What follows belongs to an exercise in optimizing a design on an open flow for small area, a short achievable clock period and few clock cycles per item; a production flow would make more cautious choices.
Only simulation tests tie the RTL to the original design; equivalence was not proved.

===== design/flow/config.mk =====
export PLATFORM = sky130hd
export DESIGN_NAME = position_report_ascii_encoder
export DESIGN_NICKNAME = position_report_ascii_encoder
export VERILOG_FILES = /design/flow/design.v
export SDC_FILE = /design/flow/constraint.sdc
export NUM_CORES = 4
export LEC_CHECK = 0
export CAP_MARGIN = 20
export CORE_MARGIN = 2
export CORE_UTILIZATION = 40
export SETUP_SLACK_MARGIN = 5
export SLEW_MARGIN = 20

===== design/flow/constraint.sdc =====
create_clock -name core_clock -period 9.0 [get_ports {clk}]
set_input_delay 1.8000 -clock core_clock [delete_from_list [all_inputs] [get_ports {clk}]]
set_output_delay 1.8000 -clock core_clock [all_outputs]
set_load 0.01 [all_outputs]

===== design/flow/design.v =====
package prae_pkg;
    localparam int LatW   = 28;
    localparam int LonW   = 29;
    localparam int FixW   = 3;
    localparam int CharW  = 8;
    localparam int AddrW  = 3;
    localparam int DataW  = 32;
    localparam logic [CharW-1:0] AsciiBang  = 8'h21;
    localparam logic [CharW-1:0] AsciiDot   = 8'h2e;
    localparam logic [CharW-1:0] AsciiN     = 8'h4e;
    localparam logic [CharW-1:0] AsciiS     = 8'h53;
    localparam logic [CharW-1:0] AsciiE     = 8'h45;
    localparam logic [CharW-1:0] AsciiW     = 8'h57;
    localparam logic [CharW-1:0] AsciiNul   = 8'h00;
    localparam logic [CharW-1:0] SymTableRst = 8'd47;
    localparam logic [CharW-1:0] SymCodeRst  = 8'd62;
endpackage
module prae_dbl
(
    input  logic [51:0] a,
    input  logic        b,
    output logic [51:0] n
);
    function automatic logic [4:0] g5(input logic [4:0] x);
        g5[0] = (x[4] && !x[1] && !x[0]) || (!x[3] && x[2] && x[1]) || (x[3] && x[0]) || (x[3] && !x[2] && x[1]) || (x[3] && x[2] && !x[1]);
        g5[1] = (x[4] && !x[0]) || (!x[4] && !x[3] && !x[2] && x[0]) || (x[3] && !x[2] && x[1]) || (!x[3] && x[2] && !x[1] && !x[0]) || (x[3] && x[2] && x[0]);
        g5[2] = (x[3] && !x[2] && !x[1] && !x[0]) || (!x[4] && !x[3] && !x[2] && x[1]) || (!x[3] && x[2] && x[0]);
        g5[3] = (x[4] && !x[1] && !x[0]) || (!x[3] && x[2] && x[1]) || (x[3] && x[0]) || (x[3] && !x[2] && x[1]) || (x[3] && x[2] && !x[1]);
        g5[4] = (x[4] && x[0]) || (x[4] && x[1]) || (x[3] && x[2] && x[1]);
    endfunction
    function automatic logic [4:0] g5b(input logic [3:0] x);
        g5b[0] = (x[3] && !x[0]) || (!x[3] && !x[2] && x[0]) || (x[2] && x[1] && !x[0]);
        g5b[1] = (x[3] && !x[0]) || (!x[2] && x[1]) || (x[1] && x[0]);
        g5b[2] = (x[3] && x[0]) || (x[2] && !x[1] && !x[0]);
        g5b[3] = (x[3] && !x[0]) || (!x[3] && !x[2] && x[0]) || (x[2] && x[1] && !x[0]);
        g5b[4] = (x[3] && x[0]) || (x[2] && x[0]);
    endfunction
    function automatic logic [4:0] g10(input logic [4:0] x);
        g10[0] = (x[4] && !x[1] && !x[0]) || (!x[4] && !x[3] && x[0]) || (x[3] && x[1]) || (x[3] && x[2] && !x[0]);
        g10[1] = (x[4] && !x[1] && !x[0]) || (!x[4] && !x[3] && !x[2] && x[1]) || (x[2] && x[0]) || (!x[3] && x[2] && !x[1]) || (x[3] && x[2] && x[1]);
        g10[2] = (x[3] && !x[2] && !x[1] && !x[0]) || (x[4] && x[0]) || (!x[3] && x[2] && x[1]);
        g10[3] = (x[4] && !x[1]) || (x[3] && x[0]) || (x[3] && x[1]) || (x[3] && x[2]);
        g10[4] = (x[4] && x[1]);
    endfunction
    function automatic logic [3:0] g6(input logic [3:0] x);
        g6[0] = (x[3] && !x[1] && !x[0]) || (!x[3] && !x[2] && x[0]) || (x[2] && x[1]);
        g6[1] = (x[3] && x[0]) || (!x[3] && !x[2] && x[1]) || (x[2] && !x[1] && !x[0]);
        g6[2] = (x[3] && !x[1]) || (x[2] && x[0]) || (x[2] && x[1]);
        g6[3] = (x[3] && x[1]);
    endfunction
    logic [4:0] s0, s1, s2, sho, sht, smo, sd0, sd1, sd2;
    logic [3:0] smt;
    always_comb
    begin
        s0  = g5b(a[3:0]);
        s1  = g5(a[8:4]);
        s2  = g5(a[13:9]);
        sho = g10(a[22:18]);
        sht = g10(a[27:23]);
        smo = g10(a[32:28]);
        smt = g6(a[36:33]);
        sd0 = g10(a[41:37]);
        sd1 = g10(a[46:42]);
        sd2 = g10(a[51:47]);
        n   = {sd2[2:0], sd1[4:3],
               sd1[2:0], sd0[4:3],
               sd0[2:0], smt[3:2],
               smt[1:0], smo[4:3],
               smo[2:0], sht[4:3],
               sht[2:0], sho[4:3],
               sho[2:0], a[17:16],
               a[15:14],
               s2[4:3],
               s2[2:0], s1[4:3],
               s1[2:0], s0[4:3],
               s0[2:0], b};
    end
endmodule
module prae_eng
(
    input  logic [51:0] a,
    input  logic        first,
    input  logic [4:0]  t,
    input  logic [2:0]  m,
    output logic [51:0] n
);
    function automatic logic [8:0] ini(input logic [4:0] x);
        ini[0] = (!x[3] && !x[2] && !x[1] && x[0]) || (!x[4] && !x[3] && x[1] && !x[0]) || (!x[4] && !x[3] && x[2] && x[1]) || (x[3] && !x[2] && x[1] && x[0]) || (!x[4] && x[3] && x[2] && !x[1] && !x[0]) || (x[4] && !x[3] && !x[2] && !x[1]) || (x[4] && x[3] && !x[2] && x[1]) || (x[4] && !x[3] && !x[1] && x[0]) || (!x[3] && x[2] && x[1] && !x[0]) || (x[4] && x[3] && x[1] && x[0]);
        ini[1] = (!x[4] && !x[2] && !x[1] && x[0]) || (!x[4] && !x[3] && x[2] && !x[0]) || (!x[4] && x[3] && !x[2] && x[0]) || (!x[4] && x[2] && x[1] && !x[0]) || (x[4] && !x[2] && !x[1] && !x[0]) || (x[4] && !x[3] && !x[2] && x[1] && x[0]) || (x[4] && x[3] && !x[2] && !x[0]) || (x[4] && x[2] && !x[1] && x[0]) || (x[4] && x[3] && x[2] && x[0]);
        ini[2] = (x[4] && !x[3] && !x[2] && x[1] && !x[0]) || (!x[4] && !x[3] && !x[2] && x[1] && x[0]) || (!x[4] && x[3] && !x[2] && !x[1] && !x[0]) || (x[4] && x[3] && x[2] && !x[1] && !x[0]) || (!x[4] && x[3] && x[2] && !x[1] && x[0]) || (x[4] && !x[3] && x[2] && x[1] && x[0]);
        ini[3] = (!x[4] && !x[3] && x[2] && !x[1] && x[0]) || (x[4] && x[3] && x[2] && !x[0]) || (!x[4] && !x[2] && x[1]) || (x[4] && x[1] && x[0]) || (x[2] && x[1] && !x[0]);
        ini[4] = (!x[3] && x[2] && !x[0]) || (x[4] && x[2] && x[0]) || (!x[4] && x[2] && !x[1]) || (x[2] && x[1] && !x[0]);
        ini[5] = (x[4] && !x[2] && !x[1] && !x[0]) || (x[3] && !x[2] && !x[1] && !x[0]) || (!x[4] && x[2] && x[1] && x[0]);
        ini[6] = (x[3] && x[0]) || (x[3] && x[1]) || (x[4] && !x[3] && !x[2] && !x[1] && !x[0]) || (x[3] && x[2]);
        ini[7] = (x[4] && x[0]) || (x[4] && x[1]) || (x[4] && x[3]) || (x[4] && x[2]);
        ini[8] = 1'b0;
    endfunction
    logic [51:0] s1, s2, s3;
    logic [8:0]  i3;
    prae_dbl u_s1 (.a(a),  .b(m[2]), .n(s1));
    prae_dbl u_s2 (.a(s1), .b(m[1]), .n(s2));
    prae_dbl u_s3 (.a(s2), .b(m[0]), .n(s3));
    assign i3 = ini(t);
    assign n  = first ? {38'd0, i3[8:6], 2'd0, i3[5:3], 2'd0, i3[2:0], 1'b0} : s3;
endmodule
module prae_disp
(
    input  logic [51:0] a,
    input  logic [2:0]  pos,
    output logic [3:0]  dig
);
    function automatic logic [1:0] gp5(input logic [4:0] x);
        gp5[0] = (x[4] && !x[1] && !x[0]) || (x[3] && !x[2] && x[1]) || (x[3] && x[2] && x[0]);
        gp5[1] = (x[4] && x[0]) || (x[4] && x[1]) || (x[3] && x[2] && x[1]);
    endfunction
    function automatic logic [1:0] gp5b(input logic [3:0] x);
        gp5b[0] = (x[3] && !x[0]) || (!x[2] && x[1] && x[0]);
        gp5b[1] = (x[3] && x[0]) || (x[2] && x[0]);
    endfunction
    function automatic logic [1:0] gp2(input logic [1:0] x);
        gp2[0] = (x[0]);
        gp2[1] = (x[1]);
    endfunction
    function automatic logic [1:0] gp10(input logic [4:0] x);
        gp10[0] = (x[4] && x[0]);
        gp10[1] = (x[4] && x[1]);
    endfunction
    function automatic logic [1:0] gp6(input logic [3:0] x);
        gp6[0] = (x[3] && x[0]);
        gp6[1] = (x[3] && x[1]);
    endfunction
    function automatic logic [3:0] fin(input logic [7:0] x);
        fin[0] = (!x[2] && x[0]) || (x[2] && !x[0]);
        fin[1] = (x[6] && x[3] && x[1]) || (!x[7] && !x[5] && x[4] && x[3] && x[1]) || (x[7] && x[5] && x[3] && x[1]) || (x[4] && !x[3] && !x[2] && !x[1]) || (!x[6] && !x[5] && !x[4] && !x[3] && x[1]) || (!x[6] && !x[5] && !x[4] && x[3] && !x[1]) || (x[4] && x[2] && !x[1] && !x[0]) || (!x[7] && !x[6] && !x[4] && x[2] && x[0]) || (!x[7] && x[5] && !x[4] && !x[3] && x[1]) || (!x[7] && x[5] && !x[4] && x[3] && !x[1]) || (x[7] && !x[5] && !x[4] && x[2] && x[0]);
        fin[2] = (!x[5] && x[4] && x[2] && x[0]) || (!x[7] && x[5] && !x[4] && !x[3]) || (!x[7] && x[5] && !x[4] && !x[1]) || (!x[5] && x[4] && !x[3] && x[1]) || (!x[5] && x[4] && x[3] && !x[1]) || (x[5] && !x[3] && !x[2] && !x[1]) || (x[5] && x[2] && !x[1] && !x[0]) || (!x[7] && !x[6] && !x[5] && x[3] && x[1]) || (!x[6] && !x[5] && !x[4] && x[3] && x[1]);
        fin[3] = (!x[7] && x[5] && !x[4] && x[3] && x[1]) || (x[5] && x[4] && !x[3] && x[1]) || (x[5] && x[4] && x[2] && x[0]) || (x[5] && x[4] && x[3] && !x[1]) || (x[6] && !x[3] && !x[2] && !x[1]) || (x[6] && !x[3] && !x[1] && !x[0]);
    endfunction
    function automatic logic [0:0] is9(input logic [5:0] x);
        is9[0] = (x[5] && !x[2] && !x[1] && x[0]) || (x[5] && x[1] && !x[0]) || (x[4] && x[3] && x[2] && x[0]);
    endfunction
    logic [1:0] g_b0, g_b1, g_b2, g_t0, g_t1, g_ho, g_ht, g_mo, g_mt, g_d0, g_d1;
    logic c_b2, c_t0, c_t1, c_ho, c_ht, c_mo, c_mt, c_d0, c_d1, c_d2;
    logic rnd, ho9;
    logic [2:0] sh;
    logic [1:0] sc, si;
    logic       s6;
    always_comb
    begin
        g_b0 = gp5b(a[3:0]);
        g_b1 = gp5(a[8:4]);
        g_b2 = gp5(a[13:9]);
        g_t0 = gp2(a[15:14]);
        g_t1 = gp2(a[17:16]);
        g_ho = gp10(a[22:18]);
        g_ht = gp10(a[27:23]);
        g_mo = gp10(a[32:28]);
        g_mt = gp6(a[36:33]);
        g_d0 = gp10(a[41:37]);
        g_d1 = gp10(a[46:42]);
        c_b2 = g_b1[1] || (g_b1[0] && g_b0[1]);
        c_t0 = g_b2[1] || (g_b2[0] && c_b2);
        c_t1 = g_t0[1] || (g_t0[0] && c_t0);
        c_ho = g_t1[1] || (g_t1[0] && c_t1);
        c_ht = g_ho[1] || (g_ho[0] && c_ho);
        c_mo = g_ht[1] || (g_ht[0] && c_ht);
        c_mt = g_mo[1] || (g_mo[0] && c_mo);
        c_d0 = g_mt[1] || (g_mt[0] && c_mt);
        c_d1 = g_d0[1] || (g_d0[0] && c_d0);
        c_d2 = g_d1[1] || (g_d1[0] && c_d1);
        rnd  = a[16] ^ c_t1;
        ho9  = is9({a[22:18], c_ho});
        s6   = 1'b0;
        case (pos)
            3'd0:    begin sh = a[51:49];         sc = a[48:47]; si = {1'b0, c_d2}; end
            3'd1:    begin sh = a[46:44];         sc = a[43:42]; si = {1'b0, c_d1}; end
            3'd2:    begin sh = a[41:39];         sc = a[38:37]; si = {1'b0, c_d0}; end
            3'd3:    begin sh = {1'b0, a[36:35]}; sc = a[34:33]; si = {1'b0, c_mt}; s6 = 1'b1; end
            3'd4:    begin sh = a[32:30];         sc = a[29:28]; si = {1'b0, c_mo}; end
            3'd5:    begin sh = a[27:25];         sc = a[24:23];
                           si = {c_ht && rnd && ho9, c_ht ^ (rnd && ho9)}; end
            default: begin sh = a[22:20];         sc = a[19:18]; si = {c_ho && rnd, c_ho ^ rnd}; end
        endcase
        dig = fin({s6, sh, sc, si});
    end
endmodule
import prae_pkg::*;
module position_report_ascii_encoder
(
    input  logic              clk,
    input  logic              rst_n,
    input  logic              pos_valid,
    output logic              pos_ready,
    input  logic signed [LatW-1:0] pos_lat_micro,
    input  logic signed [LonW-1:0] pos_lon_micro,
    input  logic [FixW-1:0]   pos_fix_level,
    output logic              rpt_valid,
    input  logic              rpt_ready,
    output logic [CharW-1:0]  rpt_out_char,
    output logic              rpt_last_char,
    output logic              rpt_pos_invalid,
    input  logic              psel,
    input  logic              penable,
    input  logic              pwrite,
    input  logic [AddrW-1:0]  paddr,
    input  logic [DataW-1:0]  pwdata,
    output logic [DataW-1:0]  prdata,
    output logic              pready
);
    logic [CharW-1:0] sym_table_reg;
    logic [CharW-1:0] sym_code_reg;
    logic [CharW-1:0] prdata_reg;
    assign pready = 1'b1;
    always_ff @(posedge clk or negedge rst_n)
    begin
        if (!rst_n)
        begin
            sym_table_reg <= SymTableRst;
            sym_code_reg  <= SymCodeRst;
        end
        else if (psel && penable && pwrite)
        begin
            if (paddr[2])
                sym_code_reg  <= pwdata[CharW-1:0];
            else
                sym_table_reg <= pwdata[CharW-1:0];
        end
    end
    always_ff @(posedge clk)
    begin
        prdata_reg <= paddr[2] ? sym_code_reg : sym_table_reg;
    end
    assign prdata = {{(DataW-CharW){1'b0}}, prdata_reg};
    logic             known_q;      
    logic             inv_q;        
    logic             lat_done;     
    logic             lon_pend;     
    logic [LonW-1:0]  lon_raw;
    logic [3:0]       cnt;          
    logic             src;          
    logic [6:0]       lat_ipf;      
    logic [4:0]       pf;           
    logic [46:0]      lat_acc;
    logic [51:0]      lon_acc;
    logic             vld;
    logic             cur_inv;
    logic [4:0]       nb;           
    logic [CharW-1:0] out_reg;
    logic             last_reg;
    logic             cur_lat;      
    logic             cur_lon;      
    logic             cur_slat, cur_slon;
    logic             nxt_full, nxt_inv, nxt_slat, nxt_slon;
    logic             pins_inv;
    logic             acc_now;
    logic             take;
    logic             cur_free;
    logic             lat_ok, lon_ok, go, go_src, step, fin;
    assign pins_inv = (pos_fix_level == '0)
                      || (pos_lat_micro == '0 && pos_lon_micro == '0);
    assign pos_ready = known_q && !nxt_full && (inv_q || (lat_done && !lon_pend));
    assign acc_now   = pos_valid && pos_ready;
    assign take      = vld && rpt_ready;
    assign cur_free  = !vld || (take && last_reg);
    assign lat_ok = known_q && !inv_q && !lat_done
                    && !(vld && cur_lat) && !(nxt_full && !nxt_inv);
    assign lon_ok = lon_pend && (!(vld && cur_lon) || !(nxt_full && !nxt_inv));
    assign go     = (cnt == 4'd0) && (lat_ok || lon_ok);
    assign go_src = lon_ok;
    assign step   = go || (cnt != 4'd0);
    assign fin    = (cnt == 4'd8);
    always_ff @(posedge clk or negedge rst_n)
    begin
        if (!rst_n)
        begin
            known_q  <= 1'b0;
            lat_done <= 1'b0;
            lon_pend <= 1'b0;
            cnt      <= '0;
            src      <= 1'b0;
        end
        else
        begin
            known_q <= pos_valid && !acc_now;
            if (acc_now)
                lat_done <= 1'b0;
            else if (fin && !src)
                lat_done <= 1'b1;
            if (acc_now && !inv_q)
                lon_pend <= 1'b1;
            else if (fin && src)
                lon_pend <= 1'b0;
            if (step)
                cnt <= fin ? 4'd0 : cnt + 4'd1;
            if (go)
                src <= go_src;
        end
    end
    always_ff @(posedge clk)
    begin
        inv_q <= pins_inv;
        if (acc_now && !inv_q)
            lon_raw <= pos_lon_micro;
    end
    logic [LonW-1:0] lat_sx;
    logic [LonW-1:0] src_v;
    logic            src_n;
    logic [3:0]      lo_or;
    assign lat_sx = LonW'(pos_lat_micro);
    assign src_n  = go ? go_src : src;
    assign src_v  = src_n ? lon_raw : lat_sx;
    function automatic logic [4:0] pick(input logic [LonW-1:0] v, input logic [3:0] j);
        logic [4:0] r;
        r[4] = v[LonW-1];
        case (j)
            4'd0:    r[3:0] = {|v[20:0], v[23:21]};
            4'd1:    r[3:0] = {|v[17:0], v[20:18]};
            4'd2:    r[3:0] = {|v[14:0], v[17:15]};
            4'd3:    r[3:0] = {|v[11:0], v[14:12]};
            4'd4:    r[3:0] = {|v[8:0],  v[11:9]};
            4'd5:    r[3:0] = {|v[5:0],  v[8:6]};
            4'd6:    r[3:0] = {|v[2:0],  v[5:3]};
            default: r[3:0] = {1'b0,     v[2:0]};
        endcase
        pick = r;
    endfunction
    function automatic logic [4:0] mag(input logic [6:0] p);
        logic [4:0] m;
        logic       below;
        below = p[5];
        for (int i = 0; i < 5; i++)
        begin
            m[i]  = p[i] ^ (p[6] && below);
            below = below || p[i];
        end
        mag = m;
    endfunction
    always_ff @(posedge clk)
    begin
        lat_ipf <= {lat_sx[LonW-1], |lat_sx[23:0], lat_sx[28:24]};
        pf      <= pick(src_v, cnt);
    end
    logic [4:0]  ini_t, grp_m;
    logic [51:0] eng_a, eng_n;
    assign ini_t = go_src ? mag({lon_raw[LonW-1], |lon_raw[23:0], lon_raw[28:24]})
                          : mag(lat_ipf);
    assign grp_m = mag({pf[4:3], 2'b00, pf[2:0]});
    assign eng_a = src ? lon_acc : {5'd0, lat_acc};
    prae_eng u_eng (
        .a     (eng_a),
        .first (cnt == 4'd0),
        .t     (ini_t),
        .m     (grp_m[2:0]),
        .n     (eng_n)
    );
    always_ff @(posedge clk)
    begin
        if (step && !src_n)
            lat_acc <= eng_n[46:0];
        if (step && src_n)
            lon_acc <= eng_n;
    end
    logic [2:0]       dpos;
    logic [3:0]       ddig;
    logic [CharW-1:0] nchar;
    prae_disp u_disp (.a(cur_lat ? {5'd0, lat_acc} : lon_acc), .pos(dpos), .dig(ddig));
    always_comb
    begin
        case (nb)
            5'd1, 5'd11: dpos = 3'd1;
            5'd2, 5'd12: dpos = 3'd2;
            5'd3, 5'd13: dpos = 3'd3;
            5'd4, 5'd14: dpos = 3'd4;
            5'd6, 5'd16: dpos = 3'd5;
            5'd7, 5'd17: dpos = 3'd6;
            default:     dpos = 3'd0;
        endcase
        case (nb)
            5'd1, 5'd2, 5'd3, 5'd4, 5'd6, 5'd7,
            5'd10, 5'd11, 5'd12, 5'd13, 5'd14, 5'd16, 5'd17:
                nchar = {4'h3, ddig};
            5'd5, 5'd15:
                nchar = AsciiDot;
            5'd8:
                nchar = cur_slat ? AsciiS : AsciiN;
            5'd9:
                nchar = sym_table_reg;
            5'd18:
                nchar = cur_slon ? AsciiW : AsciiE;
            default:
                nchar = sym_code_reg;
        endcase
    end
    always_ff @(posedge clk or negedge rst_n)
    begin
        if (!rst_n)
        begin
            vld      <= 1'b0;
            nxt_full <= 1'b0;
        end
        else
        begin
            if (cur_free)
            begin
                vld      <= nxt_full || acc_now;
                nxt_full <= nxt_full && acc_now;
            end
            else if (acc_now)
            begin
                nxt_full <= 1'b1;
            end
        end
    end
    logic load_inv;
    assign load_inv = nxt_full ? nxt_inv : inv_q;
    always_ff @(posedge clk)
    begin
        if (cur_free)
        begin
            nb       <= 5'd1;
            cur_inv  <= load_inv;
            cur_lat  <= !load_inv;
            cur_lon  <= !load_inv;
            cur_slat <= nxt_full ? nxt_slat : pos_lat_micro[LatW-1];
            cur_slon <= nxt_full ? nxt_slon : pos_lon_micro[LonW-1];
            out_reg  <= load_inv ? AsciiNul : AsciiBang;
            last_reg <= load_inv;
        end
        else if (take)
        begin
            nb       <= nb + 5'd1;
            out_reg  <= nchar;
            last_reg <= (nb == 5'd19);
            if (nb == 5'd7)
                cur_lat <= 1'b0;
            if (nb == 5'd17)
                cur_lon <= 1'b0;
        end
        if (acc_now)
        begin
            nxt_inv  <= inv_q;
            nxt_slat <= pos_lat_micro[LatW-1];
            nxt_slon <= pos_lon_micro[LonW-1];
        end
    end
    assign rpt_valid       = vld;
    assign rpt_out_char    = out_reg;
    assign rpt_last_char   = last_reg;
    assign rpt_pos_invalid = cur_inv;
endmodule

===== design/flow/run.sh =====
#!/bin/bash
# synth_recipe.tcl (not shown) runs the flow's synth.tcl, then flattens the netlist and writes it again
# the make line also repeats each setting of config.mk as NAME=value (left out here)
make -C /OpenROAD-flow-scripts/flow DESIGN_CONFIG=/design/flow/config.mk WORK_HOME=/design/flow/orfs CLKGATE_MAP_FILE= SYNTH_SCRIPT=/design/flow/synth_recipe.tcl finish

==> summary.md <==
| Metric | Value |
|---|---|
| Tmin final | 3.87 ns |
| Antenna-violating nets left | 0 |
| Clk buf depth | 2 |
| Yosys reg bits | 198 |
| Least-Margin Pin Slew | between 1 and 1.5 ns |
| Status | complete, no violations |
| Final design area excluding fillers | roughly 16000 um^2 |
| Largest register FFs | 52 |
| GP Congestion | between 0.8 and 0.9 |
| HP Class | flip-flop to flip-flop |
| Core box area | around 35000 um^2 |
| Cell Area, Placed | 15300 um^2 |
| R2r worst-path depth | 20 |
| Clk pin slew, worst setup/hold paths | approximately 0.070 ns |
| DR DRC count | 0 |
| Fraction of registers with async set/reset | 13.1% |
| Vias in the first global route | between 10000 and 15000 |
| CP arrival | roughly 4.1 ns |
| Met2 WL post-DR | 16900 um |
| Top Metal Used | met4 |
| Synth Area in Compound Gates | about a fifth |
| Syn-to-layout area delta | 15.0% |
| Die width | ~190 um |
| Top Ports | roughly 150 |
| First drt pass iteration count | 6 |
| Post-synthesis adder-cell area fraction | less than 1% |
| Row count | 68 |
| Met1 WL | ~17000 um |
| FF-to-FF End | out_reg[1]$_SDFFCE_PP0P_ |
| Crit path kind | flip-flop to flip-flop |
| Total die area | between 30000 and 40000 um^2 |
| Yosys cell types | 99 |
| Starting Density | ~40% |
| CP Capture Type | flip-flop |
| Top_reg_cell synth | edfxtp_1 |
| Top reg by flops | lon_acc |
| Layout cell share with drive strength beyond 1 | between 10% and 20% |
| Largest registers | lon_acc x52, lat_acc x47, lon_raw x29 |
| Cts bufs inserted | 17 |
| Seq/Total Area, Yosys | 39.6% |
| # port buffers | 95 |
| Vias | 12000 |
| Initial antenna violation count | 0 |
| Post-synthesis simple-gate area fraction | between 10% and 20% |
| Avg WL per Cell | 18.1 um |
| Via-to-Cell Ratio | 5.94 |
| HPWL after DPL | 26700 um |
| Worst skew pair latency | between 0.4 and 0.5 ns |
| Gr ovfl total | 0 |
| Crit Path Max Fanout | 7 |
| CTS root buf | clkbuf_16 |
| CTS H-tree lvls | 4 |
| Die Ht | around 190 um |
| Setup TNS | 0 ns |
| Post-Synth XOR/XNOR Area | approximately 1.7% |
| Max-slew violations | 0 |
| Setup violators final | 0 |
| Setup crit end | out_reg[1]$_SDFFCE_PP0P_ |
| Crit start category | flip-flop |
| Clock Skews | roughly 0.013 ns |
| Setup crit start | cur_lat$_DFFE_PP_ |
| MaxCap Viol Count | 0 |
| Req. time, crit path | around 9.2 ns |
| Global-route wire length before repair | a little under 60000 um |
| Post-synth EDFFs | around 150 |
| Mux cell area share after synthesis | between 10 and 15% |
| Met3 wire length | 1700 um |
| Tcrit/Tclk final | about 43% |
| Largest family of logic cells by synthesized area | compound AO/OA/AOI/OAI gates |
| RSZ-0062 raised after global routing | yes |
| Synth Warn # | 4 |
| Largest net degree at the start of global routing | 60 |
| Synth Area per Inst | approximately 9.5 um^2 |
| Final hold vios | 0 |
| Antenna cells | 0 |
| Relative slew slack | between 20 and 30% |
| Fmax | 0.259 GHz |
| Clock Sinks | between 150 and 200 |
| Total GRT Usage | approximately 20% |
| Post-Syn Area | approximately 14000 um^2 |
| Post-Syn Instances | between 1000 and 1500 |
| CTS tree | done |
| Total wire length | roughly 36000 um |
| Fill cells | approximately 3300 |
| Worst r2r src | cur_lat$_DFFE_PP_ |
| Final net count | 1663 |
| Iter 0 DRT Violations | 956 |
| R2R setup slack | 5.13 ns |
[stage by stage]
stage | setup slack (ns) | std cells | hold WS [ns] | util (%)
after floorplan | 5.02 | 1497 | 0.489 | -
after detailed placement | 4.47 | 1980 | 0.519 | 44.3
after global placement | 4.62 | 1980 | 0.510 | 44.3
after CTS | 5.02 | 2014 | 0.537 | 46.3
final | 5.13 | 2018 | 0.530 | 46.8
after global routing | 4.97 | 2018 | 0.574 | 46.8
[kinds of logic after synthesis]
| logic type | after synthesis |
|---|---|
| simple gates | 527 |
| compound gates | 425 |
| flops | 198 |
| mux | 175 |
| buf+inv | 109 |
| xor+xnor | 27 |
| fa+ha+maj | 11 |
| other cells | 2 |
[timing repair]
item,in CTS,in global routing
pin swaps,6,16
gates resized for setup,9,32
setup endpoints to repair,48,36
hold buffers,0,0
setup buffers,2,4
[worst max-delay path, stage by stage (launching register included)]
cell and delay [ns]:
edfxtp_1 0.38, buf_6 0.16, mux2_4 0.31, nand3_2 0.08, nand2_2 0.05, a21oi_2 0.16
o31ai_2 0.09, o21ai_1 0.09, nand3_1 0.10, a21oi_2 0.17, a22oi_2 0.09, ha_4 0.23
nor3_4 0.19, inv_1 0.07, ha_1 0.31, nor2_2 0.21, o31ai_2 0.11, a21oi_4 0.28
or3_1 0.16, a21oi_1 0.06, o31a_1 0.31
[cell usage after synthesis (6+ instances only)]
master	n	area (um^2)
nor3b_1	11	82.6
a211oi_1	13	97.6
edfxtp_1	145	4350
nand2b_1	18	113
mux2i_2	11	151
o21ai_0	85	425
or3_1	12	75.1
dfrtp_1	16	400
nor2b_1	21	131
nand3_1	46	230
dfstp_2	10	263
xor2_1	10	87.6
and3_1	20	125
nor2_1	135	507
xnor2_1	17	149
mux2_2	80	901
a22oi_1	14	105
nor4_1	17	106
dfxtp_1	27	541
o211ai_1	10	75.1
o31a_1	8	70.1
o21bai_1	6	45.0
o221ai_1	10	87.6
a21oi_1	87	435
o21ai_1	12	60.1
ha_1	11	138
a31oi_1	28	175
nand2_1	127	477
o21a_1	13	97.6
buf_2	15	75.1
a221oi_1	15	131
clkbuf_1	24	90.1
o22ai_1	23	144
and2_1	16	100
nand4_1	15	93.8
a221o_1	9	90.1
buf_4	28	210
o31ai_1	10	75.1
inv_1	30	113
mux2i_1	73	731
nor3_1	58	290
[placed cells by master (no fill, tap or decap), types with 27 or more instances in the layout]
cell / count
a31oi_1: 27
edfxtp_1: 145
mux2_2: 79
nand2_1: 126
o21ai_0: 79
nand3_1: 45
clkdlybuf4s50_1: 95
nor3_1: 57
nor2_1: 131
inv_1: 30
mux2i_1: 70
dfxtp_1: 27
a21oi_1: 84
[worst min path at each step]
stage                         startpoint  cells past startpoint  slack, ns              endpoint
floorplan           lat_done$_DFFE_PN0P_                      2       0.49  lat_done$_DFFE_PN0P_
global placement    lat_done$_DFFE_PN0P_                      2       0.51  lat_done$_DFFE_PN0P_
detailed placement  lon_pend$_DFFE_PN0P_                      2       0.52  lon_pend$_DFFE_PN0P_
CTS                 lon_pend$_DFFE_PN0P_                      2       0.54  lon_pend$_DFFE_PN0P_
global route        lat_done$_DFFE_PN0P_                      2       0.57  lat_done$_DFFE_PN0P_
finish              lat_done$_DFFE_PN0P_                      2       0.53  lat_done$_DFFE_PN0P_
[routing by layer]
layer / GRT usage [%] / vias up
met2: 32.3 / 359
met1: 26.7 / 5774
li1: - / 5814
met5: 0 / -
met4: 5.62 / 0
met3: 3.60 / 49
[area by class of cell]
cell class                 count  area, um^2  area share, %
clock buffer                  19         475           2.94
clock inverter                13         124          0.767
inverter                      31         116          0.720
multi-input combinational   1190        8200           50.7
sequential                   198        5560           34.4
tap                          455         569           3.52
timing repair buffer         112        1110           6.90
Testbench counts, summed over its fixed seeds: cycles 17,553, reports 960.

## re-timing with driven ports
The results above use ideal ports. As a check the final layout listed here was re-extracted and re-timed, cells and wires unchanged.
Step 1: set_driving_cell puts a clkbuf_16 on clk and a buf_2 on each other input, an assumption about the parent block.
Step 2, shift: input delay + t, output delay - t, t = (earliest + latest rising clock arrival at the registers) / 2. This alone moves slack from input paths to output paths.
Slacks: ideal / step 1 / step 2; pairs: ideal / step 1.
t, ns: 0.481
slack for setup (ns): 5.134 / 5.134 / 4.872
slew at the worst register clock pin (ns): 0.08 / 0.08
After both steps setup and hold are still met in this run. The setup slack of this run moves by 0.000 ns with the drivers and by -0.262 ns with both steps.
